From an optimization exercise on the open Yosys and OpenROAD flow, aimed at small area; shortcuts taken in it are not production practice. Function was checked by simulation only, so behaviour that the tests miss may differ from the original. Power is estimated from default activity; no workload was simulated.

==> flow/design.v <==
module pio_machine (
  input  logic        clk,
  input  logic        reset,
  input  logic        en,
  input  logic [15:0] instr,
  input  logic [31:0] input_pins,
  input  logic [4:0]  wrap_target,
  input  logic [4:0]  wrap_top,
  input  logic [4:0]  jmp_pin,
  input  logic [4:0]  pins_in_base,
  input  logic [4:0]  pins_out_base,
  input  logic [4:0]  pins_set_base,
  input  logic [5:0]  pins_out_count,
  input  logic [2:0]  pins_set_count,
  input  logic        auto_push,
  input  logic        auto_pull,
  input  logic [4:0]  isr_threshold,
  input  logic [4:0]  osr_threshold,
  input  logic        in_shift_dir,
  input  logic        out_shift_dir,
  input  logic [31:0] tx_data,
  input  logic        tx_empty,
  input  logic        rx_full,
  output logic [4:0]  pc,
  output logic [31:0] output_pins,
  output logic [31:0] pin_directions,
  output logic        push,
  output logic        pull,
  output logic        stalled,
  output logic [31:0] rx_data
);
  function automatic [31:0] rotl(input [31:0] w, input [4:0] n);
    reg [31:0] r;
    integer k;
    begin
      r = w;
      for (k = 0; k < 5; k = k + 1)
        if (n[k]) r = (r << (1 << k)) | (r >> (32 - (1 << k)));
      rotl = r;
    end
  endfunction
  logic [31:0] x, y, isr, osr;
  logic [5:0]  isr_cnt, osr_cnt;
  logic [2:0]  op, a;
  logic [4:0]  b;
  logic        is_jmp, is_wait, is_in, is_out, is_pp, is_set;
  assign op = instr[15:13];
  assign a  = instr[7:5];
  assign b  = instr[4:0];
  assign is_jmp  = (op == 3'd0);
  assign is_wait = (op == 3'd1);
  assign is_in   = (op == 3'd2);
  assign is_out  = (op == 3'd3);
  assign is_pp   = (op == 3'd4);
  assign is_set  = (op == 3'd7);
  logic isr_ge, osr_ge;
  assign isr_ge = isr_cnt[5] | ((isr_threshold != 5'd0) && (isr_cnt[4:0] >= isr_threshold));
  assign osr_ge = osr_cnt[5] | ((osr_threshold != 5'd0) && (osr_cnt[4:0] >= osr_threshold));
  logic        ysel;
  logic [31:0] xy, dec;
  logic        xy_zero;
  assign ysel    = is_jmp ? (a == 3'd3 || a == 3'd4) : a[1];
  assign xy      = ysel ? y : x;
  logic [32:0] below_zero;
  always_comb begin
    below_zero[0] = 1'b1;
    for (int i = 0; i < 32; i++) below_zero[i + 1] = below_zero[i] & ~xy[i];
  end
  assign xy_zero = below_zero[32];
  assign dec     = xy ^ below_zero[31:0];
  logic in_valid, in_full, in_stall, in_push, in_shift;
  assign in_valid = is_in & ~a[2];
  assign in_full  = in_valid & auto_push & isr_ge;
  assign in_stall = in_full & rx_full;
  assign in_push  = in_full & ~rx_full;
  assign in_shift = in_valid & ~in_stall;
  logic out_empty, out_stall, out_shift, out_dst_ok;
  assign out_empty  = auto_pull & osr_ge;
  assign out_dst_ok = (a <= 3'd4);
  assign out_stall  = is_out & out_empty;
  assign out_shift  = is_out & ~out_empty & out_dst_ok;
  logic pp_push, pp_stall, pp_pull, pp_load;
  assign pp_push  = is_pp & ~a[2] & ~(a[0] & rx_full);
  assign pp_pull  = is_pp & a[2] & ~tx_empty;
  assign pp_load  = is_pp & a[2] & (~tx_empty | ~a[0]);
  assign pp_stall = is_pp & (a[2] ? (tx_empty & a[0]) : (a[0] & rx_full));
  logic [4:0] pin_idx;
  logic       pin_bit;
  assign pin_idx = is_jmp ? jmp_pin : ((a[0] ? pins_in_base : 5'd0) + b);
  assign pin_bit = input_pins[pin_idx];
  logic [31:0] lm, hm;
  always_comb begin
    for (int i = 0; i < 32; i++) begin
      lm[i]      = (b == 5'd0) || (i < b);
      hm[31 - i] = lm[i];
    end
  end
  logic in_right, out_left, pin_dst;
  assign in_right = in_shift_dir;
  assign out_left = ~out_shift_dir;
  assign pin_dst  = (a == 3'd0) || (a == 3'd4);
  logic [31:0] msk;
  assign msk = (is_in ? in_right : ~out_left) ? hm : lm;
  logic [31:0] rb_in, rb;
  logic [4:0]  amt_b;
  assign rb_in = (is_in | is_pp | reset) ? ((reset | in_push | is_pp) ? 32'd0 : isr) : osr;
  assign amt_b = (is_in ? in_right : ~out_left) ? 5'd0 - b : b;
  assign rb    = rotl(rb_in, amt_b);
  logic        ra_pins, ra_xy, ra_out, ra_set;
  logic [31:0] out_bits, ra_in, ra;
  logic [4:0]  amt_a;
  assign out_bits = rb & msk;
  assign ra_pins = ~reset & is_in & (a[1:0] == 2'd0);
  assign ra_xy   = ~reset & is_in & (a[1] ^ a[0]);
  assign ra_out  = ~reset & is_out;
  assign ra_set  = ~reset & is_set;
  assign ra_in = ({32{ra_pins}} & input_pins) | ({32{ra_xy}} & xy) |
                 ({32{ra_out}} & out_bits) | {27'd0, {5{ra_set}} & b};
  always_comb begin
    case (op)
      3'd2:    amt_a = 5'd0 - ((a[1:0] == 2'd0 ? pins_in_base : 5'd0) + (in_right ? b : 5'd0));
      3'd3:    amt_a = (pin_dst ? pins_out_base : 5'd0) + (out_left ? 5'd0 : b);
      default: amt_a = pin_dst ? pins_set_base : 5'd0;
    endcase
  end
  assign ra = rotl(ra_in, amt_a);
  logic [31:0] isr_d;
  assign isr_d = (rb & ~msk) | (ra & msk);
  logic [4:0]  wb;
  logic [5:0]  wc, we_end;
  logic [31:0] win;
  assign wb     = is_out ? pins_out_base : pins_set_base;
  assign wc     = is_out ? pins_out_count : {3'd0, pins_set_count};
  assign we_end = {1'b0, wb} + {1'b0, wc[4:0]};
  always_comb begin
    for (int j = 0; j < 32; j++) begin
      if (wc[5])
        win[j] = 1'b1;
      else if (we_end[5])
        win[j] = (j >= wb) || (j < we_end[4:0]);
      else
        win[j] = (j >= wb) && (j < we_end[4:0]);
    end
  end
  logic jump;
  always_comb begin
    case (a)
      3'd0: jump = 1'b1;
      3'd1: jump = xy_zero;
      3'd2: jump = ~xy_zero;
      3'd3: jump = xy_zero;
      3'd4: jump = ~xy_zero;
      3'd5: jump = (x != y);
      3'd6: jump = pin_bit;
      default: jump = ~osr_ge;
    endcase
  end
  logic wait_stall;
  assign wait_stall = is_wait & ~a[1] & (pin_bit != a[2]);
  assign stalled = en & (wait_stall | in_stall | out_stall | pp_stall);
  assign push    = en & (in_push | pp_push);
  assign pull    = en & (pp_pull | (out_stall & ~tx_empty));
  assign rx_data = isr;
  logic act;
  assign act = en & ~reset;
  logic pins_we, dirs_we, x_we, y_we, isr_we, osr_we, osr_ld;
  logic out_wr, set_wr;
  assign out_wr  = act & out_shift;
  assign set_wr  = act & is_set;
  assign pins_we = reset | ((out_wr | set_wr) & (a == 3'd0));
  assign dirs_we = reset | ((out_wr | set_wr) & (a == 3'd4));
  assign x_we    = reset | ((out_wr | set_wr) & (a == 3'd1)) |
                   (act & is_jmp & (a == 3'd2) & ~xy_zero);
  assign y_we    = reset | ((out_wr | set_wr) & (a == 3'd2)) |
                   (act & is_jmp & (a == 3'd4) & ~xy_zero);
  assign isr_we  = reset | (act & (in_shift | pp_push));
  assign osr_ld  = act & (pp_load | (out_stall & ~tx_empty));
  assign osr_we  = reset | osr_ld | out_wr;
  logic [31:0] xy_d, osr_d;
  assign xy_d  = (is_jmp & ~reset) ? dec : ra;
  assign osr_d = osr_ld ? (tx_empty ? x : tx_data) : (rb & ~msk);
  logic [5:0] cnt_base, cnt_sat;
  logic [6:0] cnt_sum;
  assign cnt_base = is_in ? (in_push ? 6'd0 : isr_cnt) : osr_cnt;
  assign cnt_sum  = {1'b0, cnt_base} + ((b == 5'd0) ? 7'd32 : {2'd0, b});
  assign cnt_sat  = (cnt_sum >= 7'd32) ? 6'd32 : cnt_sum[5:0];
  logic [4:0] seq_pc;
  assign seq_pc = (pc == wrap_top) ? wrap_target : pc + 5'd1;
  always_ff @(posedge clk) begin
    if (reset)
      pc <= 5'd0;
    else if (en & ~stalled)
      pc <= (is_jmp & jump) ? b : seq_pc;
    for (int j = 0; j < 32; j++) begin
      if (pins_we & (reset | win[j])) output_pins[j] <= ra[j];
      if (dirs_we & (reset | win[j])) pin_directions[j] <= ra[j];
    end
    if (x_we) x <= xy_d;
    if (y_we) y <= xy_d;
    if (isr_we) isr <= isr_d;
    if (osr_we) osr <= osr_d;
    if (reset)
      isr_cnt <= 6'd0;
    else if (act & in_shift)
      isr_cnt <= cnt_sat;
    else if (act & pp_push)
      isr_cnt <= 6'd0;
    if (reset)
      osr_cnt <= 6'd32;
    else if (osr_ld)
      osr_cnt <= 6'd0;
    else if (out_wr)
      osr_cnt <= cnt_sat;
  end
endmodule
export LEC_CHECK = 0
export CAP_MARGIN = 20
export CORE_MARGIN = 2
export CORE_UTILIZATION = 40
export SLEW_MARGIN = 20
create_clock -name core_clock -period 9.0 [get_ports {clk}]
standard.sh (not shown) runs the stock make flow with config.mk's settings and CLKGATE_MAP_FILE= SYNTH_SCRIPT=/design/flow/synth_recipe.tcl, a recipe that flattens the netlist after the stock synthesis.
==> flow/flow/run.sh <==
#!/bin/bash
# Layout flow: the standard flow (standard.sh) with these changes:
#  - synthesis maps the logic with an area-oriented ABC script (flow/area.abc);
#    everything else in synthesis, including register mapping, is the standard flow's own
#    script (synth_recipe.tcl), so the registers are the standard synthesis's;
#  - port buffers are the smallest buffer cell;
#  - the clock tree uses small clock buffers and no dummy loads.
set -euo pipefail
HERE=$PWD
{
  head -n 1 synth_recipe.tcl
  cat <<EOF
proc abc {args} {
  set i [lsearch -exact \$args -script]
  if {\$i >= 0} { lset args [expr {\$i + 1}] $HERE/flow/area.abc }
  yosys abc {*}\$args
}
EOF
  tail -n +2 synth_recipe.tcl
} > area_synth.tcl
bash standard.sh SYNTH_SCRIPT=$HERE/area_synth.tcl \
  "BUFFER_PORTS_ARGS=-buffer_cell sky130_fd_sc_hd__buf_1" \
  "CTS_ARGS=-sink_clustering_enable -repair_clock_nets -sink_clustering_size 16 -sink_clustering_max_diameter 100 -buf_list {sky130_fd_sc_hd__clkbuf_8} -dont_use_dummy_load" \
  finish > standard_flow.log 2>&1
==> flow/flow/area.abc <==
strash
dc2
dch -f
amap
topo
stime -c
The baseline passed the timing, design-rule and antenna checks.
Then changed:
==> flow/flow/area.abc (replaced) <==
strash
dc2
dch -f
amap -m
topo
stime -c
Settings changed: CAP_MARGIN 20 to 10, SLEW_MARGIN 20 to 10.
Hold slack stays flat; synthesized area barely changes; setup slack gains 0.053 ns; sequential power barely changes; final cell count stays flat; clock-buffer cell count is lower by 1; wire length is lower slightly; total power went down slightly; die area barely changes.
Then changed:
--- a/flow/flow/run.sh
+++ b/flow/flow/run.sh
@@ -22,3 +22,3 @@
   "BUFFER_PORTS_ARGS=-buffer_cell sky130_fd_sc_hd__buf_1" \
-  "CTS_ARGS=-sink_clustering_enable -repair_clock_nets -sink_clustering_size 16 -sink_clustering_max_diameter 100 -buf_list {sky130_fd_sc_hd__clkbuf_8} -dont_use_dummy_load" \
+  "CTS_ARGS=-sink_clustering_enable -repair_clock_nets -sink_clustering_size 12 -sink_clustering_max_diameter 60 -buf_list {sky130_fd_sc_hd__clkbuf_8} -dont_use_dummy_load" \
   finish > standard_flow.log 2>&1
Settings changed: CAP_MARGIN 10 to 20, PLACE_DENSITY set to 0.7, SLEW_MARGIN 10 to 20.
Result: Via count goes up slightly; worst setup slack improves by 0.052 ns; clock-buffer cell count rose by 10; hold slack hardly moves; wire length stays flat; register-to-register slack got worse by 0.04 ns; fmax is higher slightly.

port drivers added, routing unchanged:
No port has a modelled driver above. Below, the same layouts with a new extraction and two added sets of constraints. Step 1, drivers: a clkbuf_16 drives clk and a buf_2 each remaining input, both assumed. Step 2 moves the port delays by t, midway between the first and last clock arrival at a register: inputs arrive t later, outputs are due t later. That takes back most of the time a late clock gives input paths. Three values: no drivers, after step 1, after step 2; two values: the first two.
run	t, ns	slack for setup (ns)	latest minus earliest clock arrival (ns)
the first run	0.612	0.200 / 0.220 / -0.392	0.043 / 0.042
the second run	0.607	0.253 / 0.280 / -0.327	0.045 / 0.045
the third run	0.639	0.306 / 0.339 / -0.301	0.085 / 0.085
Met with ideal ports but missed after step 2: setup timing in every run listed. The setup slack of the third run, which loses most, moves by +0.033 ns with the drivers and by -0.607 ns with both steps.
